This is an optimization exercise on Yosys and OpenROAD, whose aim is small area, not a production implementation.
In this exercise RTL edits were held to simulation tests only and were not proved equivalent to the original.
Power figures rest on the tool's default switching activity, not on a simulated workload.

==> flow/design.v <==
module fabric_bitstream_loader #(
    parameter int          NUM_ROWS       = 16,
    parameter int          NUM_COLUMNS    = 16,
    parameter int          FRAMES_PER_COL = 20,
    parameter logic [31:0] SYNC_WORD      = 32'hFAB0_FAB1
) (
    input  logic                                clk_i,
    input  logic                                rst_ni,
    input  logic [31:0]                         bitstream_data_i,
    input  logic                                bitstream_valid_i,
    output logic [NUM_ROWS*32-1:0]              frame_data_o,
    output logic [NUM_COLUMNS*FRAMES_PER_COL-1:0] frame_strobe_o,
    output logic                                config_busy_o,
    output logic                                config_done_o,
    output logic                                error_o
);
    localparam int FW = NUM_ROWS * 32;
    localparam int NS = NUM_COLUMNS * FRAMES_PER_COL;
    localparam int RW = (NUM_ROWS > 1) ? $clog2(NUM_ROWS) : 1;
    localparam int CW = (NUM_COLUMNS > 1) ? $clog2(NUM_COLUMNS) : 1;
    localparam int BW = (NUM_ROWS > 1) ? FW - 32 : 32;
    localparam logic [3:0] OP_WRITE  = 4'h1;
    localparam logic [3:0] OP_DESYNC = 4'hD;
    typedef enum logic [1:0] {S_IDLE, S_HEADER, S_DATA, S_CHECK} state_t;
    logic [31:0] sum_q;
    state_t          state_q, state_d;
    logic [RW-1:0]   row_q;
    logic [BW-1:0]   buf_nq;     
    logic [FW-1:0]   frame_nq;   
    logic            fvn_q;      
    logic [CW-1:0]   col_nq;     
    logic [4:0]      frm_nq;     
    logic            ok_q;
    logic            hcap_q;
    logic [31:0]     hdr_w;
    logic            hdr_in_range;
    logic            pend_q, pend_d;
    logic            sflag_q;
    logic            done_q, done_d;
    logic            err_q, err_d;
    logic [FW-1:0]   shift_w;
    logic            in_range;
    logic            hdr_wr, dat_wr, last_wr, sync_wr;
    logic            sum_eq;
    if (NUM_ROWS > 1) begin : g_shift
        assign shift_w = {buf_nq[FW-33:0], ~bitstream_data_i};
    end else begin : g_single
        assign shift_w = ~bitstream_data_i;
    end
    assign in_range = ({24'd0, bitstream_data_i[23:16]} < 32'(NUM_COLUMNS)) &&
                      ({27'd0, bitstream_data_i[4:0]}   < 32'(FRAMES_PER_COL));
    assign sync_wr = bitstream_valid_i && (state_q == S_IDLE) && (bitstream_data_i == SYNC_WORD);
    assign hdr_wr  = bitstream_valid_i && (state_q == S_HEADER) && (bitstream_data_i[31:28] == OP_WRITE);
    assign dat_wr  = bitstream_valid_i && (state_q == S_DATA);
    assign last_wr = dat_wr && (row_q == RW'(NUM_ROWS - 1));
    always_comb begin
        state_d  = state_q;
        pend_d   = 1'b0;
        done_d   = 1'b0;
        err_d    = err_q;
        if (bitstream_valid_i) begin
            case (state_q)
                S_IDLE: begin
                    if (bitstream_data_i == SYNC_WORD) begin
                        state_d = S_HEADER;
                        err_d   = 1'b0;
                    end
                end
                S_HEADER: begin
                    case (bitstream_data_i[31:28])
                        OP_WRITE: begin
                            state_d = S_DATA;
                            if (!in_range) err_d = 1'b1;
                        end
                        OP_DESYNC: begin
                            state_d = S_CHECK;
                        end
                        default: begin
                            state_d = S_IDLE;
                            err_d   = 1'b1;
                        end
                    endcase
                end
                S_DATA: begin
                    if (row_q == RW'(NUM_ROWS - 1)) begin
                        pend_d  = ok_q;
                        state_d = S_HEADER;
                    end
                end
                S_CHECK: begin
                    state_d = S_IDLE;
                    if (sum_eq) done_d = 1'b1;
                    else                           err_d  = 1'b1;
                end
                default: state_d = S_IDLE;
            endcase
        end
    end
    always_ff @(posedge clk_i or negedge rst_ni) begin
        if (!rst_ni) begin
            state_q  <= S_IDLE;
            pend_q   <= 1'b0;
            sflag_q  <= 1'b0;
            done_q   <= 1'b0;
            err_q    <= 1'b0;
        end else begin
            state_q  <= state_d;
            pend_q   <= pend_d;
            sflag_q  <= pend_q;
            done_q   <= done_d;
            err_q    <= err_d;
        end
    end
    always_ff @(posedge clk_i or negedge rst_ni) begin
        if (!rst_ni)      fvn_q <= 1'b1;
        else if (last_wr) fvn_q <= 1'b0;
    end
    always_ff @(posedge clk_i) begin
        if (last_wr) frame_nq <= shift_w;
    end
    always_ff @(posedge clk_i) begin
        if (bitstream_valid_i) buf_nq <= shift_w[BW-1:0];
    end
    always_ff @(posedge clk_i) begin
        if (hdr_wr)      row_q <= '0;
        else if (dat_wr) row_q <= row_q + 1'b1;
    end
    assign hdr_w        = ~buf_nq[31:0];
    assign hdr_in_range = ({24'd0, hdr_w[23:16]} < 32'(NUM_COLUMNS)) &&
                          ({27'd0, hdr_w[4:0]}   < 32'(FRAMES_PER_COL));
    always_ff @(posedge clk_i) begin
        hcap_q <= hdr_wr;
    end
    always_ff @(posedge clk_i) begin
        if (hcap_q) begin
            col_nq <= buf_nq[16 +: CW];
            frm_nq <= buf_nq[4:0];
            ok_q   <= hdr_in_range;
        end
    end
    logic [31:0] sum_p, sum_g, sum_c, sum_n;
    assign sum_p = sum_q ^ bitstream_data_i;
    assign sum_g = sum_q & bitstream_data_i;
    for (genvar l = 0; l <= 5; l++) begin : g_pl
        logic [31:0] gg, pp;
        if (l == 0) begin : g_in
            assign gg = sum_g;
            assign pp = sum_p;
        end else begin : g_lvl
            for (genvar i = 0; i < 32; i++) begin : g_pi
                if ((i >> (l-1)) & 1) begin : g_op
                    localparam int J = ((i >> (l-1)) << (l-1)) - 1;
                    assign gg[i] = g_pl[l-1].gg[i] | (g_pl[l-1].pp[i] & g_pl[l-1].gg[J]);
                    assign pp[i] = g_pl[l-1].pp[i] & g_pl[l-1].pp[J];
                end else begin : g_pass
                    assign gg[i] = g_pl[l-1].gg[i];
                    assign pp[i] = g_pl[l-1].pp[i];
                end
            end
        end
    end
    assign sum_c = {g_pl[5].gg[30:0], 1'b0};
    assign sum_n  = sum_p ^ sum_c;
    assign sum_eq = ~|sum_p;
    always_ff @(posedge clk_i) begin
        if (sync_wr)     sum_q <= '0;
        else if (dat_wr) sum_q <= sum_n;
    end
    logic [NUM_COLUMNS-1:0]    col_hot;
    logic [FRAMES_PER_COL-1:0] frm_hot;
    always_comb begin
        for (int c = 0; c < NUM_COLUMNS; c++)
            col_hot[c] = sflag_q && (~col_nq == CW'(c));
        for (int f = 0; f < FRAMES_PER_COL; f++)
            frm_hot[f] = (~frm_nq == 5'(f));
    end
    always_comb begin
        for (int c = 0; c < NUM_COLUMNS; c++)
            for (int f = 0; f < FRAMES_PER_COL; f++)
                frame_strobe_o[c*FRAMES_PER_COL + f] = col_hot[c] & frm_hot[f];
    end
    assign frame_data_o   = ~(frame_nq | {FW{fvn_q}});
    assign config_busy_o  = (state_q != S_IDLE);
    assign config_done_o  = done_q;
    assign error_o        = err_q;
endmodule
clock: 5.0 ns
lec_check: 0
cap_margin: 20
core_margin: 2
core_utilization: 60
place_density: 0.75
slew_margin: 20
standard.sh (not shown) runs the stock make flow with config.mk's settings and CLKGATE_MAP_FILE= SYNTH_SCRIPT=/design/flow/synth_recipe.tcl, a recipe that flattens the netlist after the stock synthesis.
==> flow/flow/run.sh <==
#!/bin/bash
# Standard ORFS layout (the standard.sh, standard synthesis unchanged) with
# smaller cells for port buffers and larger clock sink clusters.
set -euo pipefail
bash standard.sh \
  "BUFFER_PORTS_ARGS=-buffer_cell sky130_fd_sc_hd__buf_1" \
  "CTS_ARGS=-sink_clustering_enable -repair_clock_nets -dont_use_dummy_load -sink_clustering_size 20 -sink_clustering_max_diameter 60 -buf_list sky130_fd_sc_hd__clkbuf_8" \
  finish > make_finish.log 2>&1
Rerun with:
--- a/flow/config.mk
+++ b/flow/config.mk
@@ -11 +10,0 @@
-export PLACE_DENSITY = 0.75
Outcome: Combinational power came out lower by about 2%; setup slack got worse by 0.34 ns; clock power is about the same; die area stays the same; power is about the same; via count stays flat.

---

run 1:
fabric_bitstream_loader, a different RTL version from the one above (not shown whole).
Size: roughly 2400 cells after synthesis, roughly 1100 flip-flops, roughly 870 I/O pins, about 37000 um^2 of cells after synthesis.
==> flow/design.v (excerpt) <==
module fabric_bitstream_loader #(
    parameter int          NUM_ROWS       = 16,
    parameter int          NUM_COLUMNS    = 16,
    parameter int          FRAMES_PER_COL = 20,
    parameter logic [31:0] SYNC_WORD      = 32'hFAB0_FAB1
) (
    input  logic                                clk_i,
    input  logic                                rst_ni,
    input  logic [31:0]                         bitstream_data_i,
    input  logic                                bitstream_valid_i,
    output logic [NUM_ROWS*32-1:0]              frame_data_o,
    output logic [NUM_COLUMNS*FRAMES_PER_COL-1:0] frame_strobe_o,
    output logic                                config_busy_o,
    output logic                                config_done_o,
    output logic                                error_o
);
Settings: LEC_CHECK=0, CAP_MARGIN=20, CORE_MARGIN=2, CORE_UTILIZATION=60, SLEW_MARGIN=20; clock period 5.0 ns.
==> flow/flow/run.sh <==
#!/bin/bash
# Standard ORFS layout (the standard.sh, standard synthesis unchanged) with
# smaller cells for port buffers and larger clock sink clusters.
set -euo pipefail
bash standard.sh \
  "BUFFER_PORTS_ARGS=-buffer_cell sky130_fd_sc_hd__buf_1" \
  "CTS_ARGS=-sink_clustering_enable -repair_clock_nets -dont_use_dummy_load -sink_clustering_size 18 -sink_clustering_max_diameter 50 -buf_list sky130_fd_sc_hd__clkbuf_8" \
  finish > make_finish.log 2>&1
Run 1: full flow OK, the timing, design-rule and antenna checks passed
--- input diff run 1..run 2 ---
Settings: CORE_UTILIZATION: 60 -> 70.
==> flow/flow/run.sh <==
#!/bin/bash
# Standard ORFS layout (the standard.sh, standard synthesis unchanged) with
# smaller cells for port buffers and larger clock sink clusters.
set -euo pipefail
bash standard.sh \
  "BUFFER_PORTS_ARGS=-buffer_cell sky130_fd_sc_hd__buf_1" \
  "CTS_ARGS=-sink_clustering_enable -repair_clock_nets -dont_use_dummy_load -sink_clustering_size 20 -sink_clustering_max_diameter 60 -buf_list sky130_fd_sc_hd__clkbuf_8" \
  finish > make_finish.log 2>&1
==> summary.txt <==
- As the logs show, run 2 stopped at I/O pin placement after a tool error, so it never reached the end of the flow.
- Compared with run 1, run 2 shows starting density of the core higher by 10 points.
- Run 2: vertical die dimension lower than run 1
- Reported for run 2 and run 1, number of register bits inferred by synthesis turned out identical to the last digit.
- From run 2 to run 1, post-synth net total did not move at all.
- Compared with run 1, in run 2 synthesized-area fraction occupied by ao, oa, aoi and oai cells has remained practically unchanged; synthesized cell count saw little to no change.
diff inputs: run 2 => run 3
Settings: CORE_UTILIZATION now 60, was 70.
Notes after the runs:
On proportion of synthesized chip area in sequential cells, run 3 and run 2 are basically level. For number of placement rows, dividing the value from run 2 by the value from run 3 gives 0.923. The sole clean run among run 3 and run 2 is run 3. Any difference in flip-flop and latch count after synthesis between run 2 and run 3 is small enough to ignore. Compared with run 2, in run 3 synthesized cell count about even, adder and majority cell fraction of the synthesized area about even. Diff run 3..run 2 | post-synthesis compound-gate area fraction | unchanged. Comparing run 2 against run 3, there is no change at all in xor/xnor cell area share of the yosys netlist. In run 3 the vertical die dimension turned out 19 um higher than in run 2.
[inputs] run 4 vs run 3
==> flow/flow/run.sh <==
#!/bin/bash
# Standard ORFS layout (the standard.sh, standard synthesis unchanged) with
# smaller cells for port buffers and larger clock sink clusters.
set -euo pipefail
bash standard.sh \
  "BUFFER_PORTS_ARGS=-buffer_cell sky130_fd_sc_hd__buf_1" \
  "CTS_ARGS=-sink_clustering_enable -repair_clock_nets -dont_use_dummy_load -sink_clustering_size 20 -sink_clustering_max_diameter 70 -buf_list sky130_fd_sc_hd__clkbuf_8" \
  finish > make_finish.log 2>&1
==> comparison <==
Run 4 and run 3 all finish clean. The detailed-route wire length on run 4 is in line with that on run 3. Run 4 vs run 3, routed metal-1 wirelength went up by about 2%. Any difference in power dissipated by switching net loads between run 4 and run 3 is small enough to ignore. From run 3 to run 4 the numbers moved as follows: simple logic cell fraction of the synthesized area shows no meaningful change, share of the clock period used by the worst path fell 0.23 points. Status: proportion of layout cells with a drive suffix above 1 parity (run 4, run 3). Any difference in flip-flop and latch share of the layout cell area between run 4 and run 3 is small enough to ignore. On achievable frequency, run 4 and run 3 are neck and neck. Clock period minus final worst setup slack came out lower on run 4 than on run 3. Between run 4 and run 3, the cell count does not differ in any meaningful way.

---

== wip/fjord ==
fabric_bitstream_loader, a different RTL version from the one above (not shown whole).
Size: roughly 2500 cells after synthesis, ~1100 flip-flops, roughly 39000 um^2 of cells after synthesis.
clock: 5.0 ns
lec_check: 0
cap_margin: 20
core_margin: 2
core_utilization: 40
slew_margin: 20
==> flow/flow/run.sh <==
#!/bin/bash
# Standard ORFS layout (the standard.sh, standard synthesis unchanged) with
# smaller cells for port buffers and the clock tree.
set -euo pipefail
bash standard.sh \
  "BUFFER_PORTS_ARGS=-buffer_cell sky130_fd_sc_hd__buf_1" \
  "CTS_ARGS=-sink_clustering_enable -repair_clock_nets -dont_use_dummy_load -buf_list sky130_fd_sc_hd__clkbuf_8" \
  finish > make_finish.log 2>&1
Changes in wip/cedar relative to wip/fjord:
==> flow/run.sh (new file) <==
#!/bin/bash
# synth_recipe.tcl (not shown) runs the flow's synth.tcl, then flattens the netlist and writes it again
# the make line also repeats each setting of config.mk as NAME=value (left out here)
make -C /OpenROAD-flow-scripts/flow DESIGN_CONFIG=/design/flow/config.mk WORK_HOME=/design/flow/orfs CLKGATE_MAP_FILE= SYNTH_SCRIPT=/design/flow/synth_recipe.tcl finish
removed: flow/flow/run.sh
removed: flow/standard.sh
==> comparison <==
- Transition time of the tightest slew-check pin: wip/cedar vs wip/fjord down 26 ps
- ~same share of total power in combinational logic in wip/fjord and wip/cedar
- wip/fjord and wip/cedar ended up with nearly the same share of synthesized registers carrying an async set or reset.
- In terms of number of sinks driven by the clock tree, wip/fjord and wip/cedar differ only marginally.
- Number of nets in the final layout is higher on wip/fjord
- wip/cedar vs. wip/fjord: worst hold slack after final layout +290 ps, post-detailed-routing wire length +about 6%, met2 global-route usage +2.7 points.

---

Another version of the RTL of fabric_bitstream_loader (not shown whole).
For scale: ~2500 cells after synthesis, about 870 I/O pins, roughly 38000 um^2 of cells after synthesis.
Settings: LEC_CHECK=0, CAP_MARGIN=20, CORE_MARGIN=2, CORE_UTILIZATION=60, SLEW_MARGIN=20; clock period 5.0 ns.
==> flow/flow/run.sh <==
#!/bin/bash
# Standard ORFS layout (the standard.sh, standard synthesis unchanged) with
# smaller cells for port buffers and larger clock sink clusters.
set -euo pipefail
bash standard.sh \
  "BUFFER_PORTS_ARGS=-buffer_cell sky130_fd_sc_hd__buf_1" \
  "CTS_ARGS=-sink_clustering_enable -repair_clock_nets -dont_use_dummy_load -sink_clustering_size 24 -sink_clustering_max_diameter 40 -buf_list sky130_fd_sc_hd__clkbuf_8" \
  finish > make_finish.log 2>&1
Then changed:
==> flow/flow/run.sh (replaced) <==
#!/bin/bash
# Standard ORFS layout (the standard.sh, standard synthesis unchanged) with
# smaller cells for port buffers and larger clock sink clusters.
set -euo pipefail
bash standard.sh \
  "BUFFER_PORTS_ARGS=-buffer_cell sky130_fd_sc_hd__buf_1" \
  "CTS_ARGS=-sink_clustering_enable -repair_clock_nets -dont_use_dummy_load -sink_clustering_size 18 -sink_clustering_max_diameter 50 -buf_list sky130_fd_sc_hd__clkbuf_8" \
  finish > make_finish.log 2>&1
What happened: Global-route usage came out lower by 0.12 points; fmax came out higher by 3.0%; final cell count fell by 0.51%; worst setup slack gains 0.12 ns; critical path depth is unchanged; sequential cell count does not change; first-iteration DRC count rose by 3.8%; design area falls by 0.71%.

[port drivers added, routing unchanged]
The flow's constraints put no driver on any port. The routed layouts listed below were extracted and timed again, unchanged, in two steps.
Step 1, drivers: a clkbuf_16 drives clk_i and a buf_2 each remaining input, both assumed.
Step 2 also shifts input and output timing later by t, the mid clock arrival at the registers, as if the neighbouring blocks saw the same clock.
a / b / c = ideal / step 1 / step 2; a / b = the first two.
run | t (ns) | setup slack, ns | pins driven straight from the clock port
the first run of note 1 | 0.697 | 1.017 / 0.959 / 1.324 | 1
the second run of note 1 | 0.684 | 0.681 / 0.618 / 1.302 | 1
run 1 | 0.722 | 0.827 / 0.762 / 1.283 | 1
run 3 | 0.748 | 0.835 / 0.770 / 1.286 | 1
run 4 | 0.759 | 0.847 / 0.782 / 1.290 | 1
wip/fjord | 0.852 | 0.725 / 0.664 / 1.289 | 1
wip/cedar | 0.731 | 0.401 / 0.336 / 0.991 | 1
the first run of note 4 | 0.746 | 0.748 / 0.680 / 0.745 | 1
the second run of note 4 | 0.713 | 0.871 / 0.803 / 0.708 | 1
After both steps every run listed still meets setup and hold. For the second run of note 4, which loses most, drivers alone change the setup slack by -0.068 ns; drivers and shift together by -0.163 ns.
